This design comes from an exercise in tuning for small area on the open sky130 flow, not from production work.
Function was checked by simulation only, so behaviour that the tests miss may differ from the original.
No activity file was given, so power comes from the tool's default toggle rates.

the baseline:
==> flow/design.v <==
`timescale 1ns/10ps
module serial_bus_slaves (
	input  logic        clk,
	input  logic        reset,
	input  logic        master_valid,
	input  logic [1:0]  bank_sel,
	input  logic        read_en,
	input  logic        write_en,
	input  logic [12:0] burst,
	input  logic        rx_address,
	input  logic        rx_data,
	output logic        slave_ready,
	output logic        tx_valid,
	output logic        tx_data
);
	logic        busy;     
	logic        cont;     
	logic [3:0]  cnt;      
	logic        done;     
	logic        rd_q;
	logic        wr_q;
	logic [1:0]  bank;
	logic [11:0] rem;      
	logic [5:0]  addr;     
	logic [7:0]  data;     
	logic        hs;
	logic        beat_end;
	assign slave_ready = !busy;
	assign hs = master_valid && !busy;
	assign beat_end = busy && (cnt == (cont ? 4'd8 : 4'd12));
	always_ff @(posedge clk or posedge reset)
	begin
		if (reset)
		begin
			busy <= 1'b0;
			cont <= 1'b0;
			cnt  <= 4'd0;
			done <= 1'b0;
		end
		else
		begin
			done <= beat_end;
			if (hs)
			begin
				busy <= 1'b1;
				cnt  <= 4'd1;
			end
			else if (beat_end)
			begin
				busy <= 1'b0;
				cnt  <= 4'd0;
				cont <= (rem != 12'd0);
			end
			else if (busy)
				cnt <= cnt + 4'd1;
		end
	end
	always_ff @(posedge clk)
	begin
		if (hs && !cont)
		begin
			rd_q <= read_en;
			wr_q <= write_en;
			bank <= bank_sel;
			rem  <= burst[0] ? burst[12:1] : 12'd0;
		end
		else if (hs)
			rem <= rem - 12'd1;
	end
	always_ff @(posedge clk)
	begin
		if (hs && cont)
			addr <= addr + 6'd1;
		else if ((hs && !cont) || (busy && !cont && (cnt < 4'd6)))
			addr <= {rx_address, addr[5:1]};
	end
	always_ff @(posedge clk)
	begin
		if (hs || (busy && (cnt < 4'd8)))
			data <= {rx_data, data[7:1]};
	end
	logic [5:0]  ph;       
	logic [1:0]  wb_bank;
	logic [5:0]  ws;       
	logic [7:0]  wb_data;
	logic [5:0]  rs;       
	logic [3:0][63:0][7:0] ring;
	logic [3:0][7:0][7:0] tap;   
	logic [3:0][7:0][7:0] tapt;  
	logic [7:0]  cap;      
	always_ff @(posedge clk)
		ph <= ph + 6'd1;
	assign rs = addr + ph;
	always_ff @(posedge clk)
	begin
		if (done && wr_q)
		begin
			wb_bank <= bank;
			ws      <= rs + 6'd1;
			wb_data <= data;
		end
		else
			ws <= ws + 6'd1;
	end
	always_comb
	begin
		for (int b = 0; b < 4; b++)
			for (int j = 0; j < 8; j++)
			begin
				tapt[b][j] = ((wb_bank == 2'(b)) && (ws == 6'(8 * j)))
					? wb_data
					: (ring[b][(8 * j + 63) % 64] ^ {8{((j + 7) % 2) == 1}});
				tap[b][j] = tapt[b][j] ^ {8{(j % 2) == 1}};
			end
	end
	always_ff @(posedge clk)
	begin
		for (int b = 0; b < 4; b++)
			for (int q = 0; q < 64; q++)
				if (q % 8 == 0)
					ring[b][q] <= tap[b][q / 8];
				else
					ring[b][q] <= ring[b][q - 1];
	end
	always_ff @(posedge clk)
	begin
		if (rs[2:0] == 3'd0)
			cap <= tapt[bank][rs[5:3]];
	end
	logic       rv;
	logic [8:0] sr;
	assign tx_valid = (sr[8:1] != 8'd0);
	assign tx_data  = sr[0];
	always_ff @(posedge clk or posedge reset)
	begin
		if (reset)
		begin
			rv      <= 1'b0;
			sr[8:1] <= 8'd0;
		end
		else
		begin
			rv      <= done && rd_q;
			sr[8:1] <= rv ? {1'b1, cap[7:1]} : {1'b0, sr[8:2]};
		end
	end
	always_ff @(posedge clk)
		sr[0] <= rv ? cap[0] : sr[1];
endmodule
make LEC_CHECK=0 CAP_MARGIN=20 CORE_MARGIN=2 CORE_UTILIZATION=40 CTS_CLUSTER_DIAMETER=100 CTS_CLUSTER_SIZE=30 SLEW_MARGIN=20 finish   # period 5.0 ns
run.sh (not shown) runs the stock make flow with config.mk's settings and CLKGATE_MAP_FILE= SYNTH_SCRIPT=/design/flow/synth_recipe.tcl, a recipe that flattens the netlist after the stock synthesis.
## Diff of input files: the candidate against the baseline
--- a/flow/design.v
+++ b/flow/design.v
@@ -127,23 +127,32 @@
 		if (rs[2:0] == 3'd0)
 			cap <= tapt[bank][rs[5:3]];
 	end
 	logic       rv;
-	logic [8:0] sr;
-	assign tx_valid = (sr[8:1] != 8'd0);
-	assign tx_data  = sr[0];
+	logic [3:0] bits_left;
+	logic [7:0] shift_q;
+	assign tx_valid = (bits_left != 4'd0);
+	assign tx_data  = shift_q[0];
 	always_ff @(posedge clk or posedge reset)
 	begin
 		if (reset)
 		begin
-			rv      <= 1'b0;
-			sr[8:1] <= 8'd0;
+			rv        <= 1'b0;
+			bits_left <= 4'd0;
 		end
 		else
 		begin
-			rv      <= done && rd_q;
-			sr[8:1] <= rv ? {1'b1, cap[7:1]} : {1'b0, sr[8:2]};
+			rv <= done && rd_q;
+			if (rv)
+				bits_left <= 4'd8;
+			else if (bits_left != 4'd0)
+				bits_left <= bits_left - 4'd1;
 		end
 	end
 	always_ff @(posedge clk)
-		sr[0] <= rv ? cap[0] : sr[1];
+	begin
+		if (rv)
+			shift_q <= cap;
+		else if (bits_left != 4'd0)
+			shift_q <= shift_q >> 1;
+	end
 endmodule
Findings:
- Between the candidate and the baseline, the XOR/XNOR share of the synthesized area does not differ in any meaningful way.
- The run showing the smaller multi-input combinational gate total is the baseline.
- Diff the baseline -> the candidate: internal power component +160 uW; routed via count higher; highest clock rate increased 4.6%.
- Summary of the comparison: power after layout is higher in the candidate, relative to the baseline.
- The lower shortest period the worst path allows of the candidate and the baseline is in the candidate.
- Per the comparison of the candidate with the baseline, total wire length after detailed routing went up about 3.8%, worst setup slack saw an increase.
- Looking at the reports, the candidate completed the entire flow and the layout it produced met the timing, DRC and antenna checks.

port drivers added, routing unchanged:
In the flow no input, the clock included, has a driving cell. The finished layouts below were timed again as built, in two steps.
Step 1 sets driving cells, clkbuf_16 on the clock port and buf_2 on the other inputs (assumed; they add their load-dependent delay and slew).
Step 2 also shifts input and output timing later by t, the mid clock arrival at the registers, as if the neighbouring blocks saw the same clock.
Slacks: ideal / step 1 / step 2; pairs: ideal / step 1.
run | t, ns | slack for setup (ns) | latest minus earliest clock arrival (ns) | slew at the worst register clock pin (ns) | worst data-port slew with drivers (ns)
the baseline | 0.738 | 0.822 / 0.822 / 0.822 | 0.035 / 0.034 | 0.12 / 0.12 | 0.04
the candidate | 0.753 | 1.007 / 1.007 / 1.007 | 0.042 / 0.042 | 0.11 / 0.11 | 0.03
After both steps setup and hold are still met in every run listed.
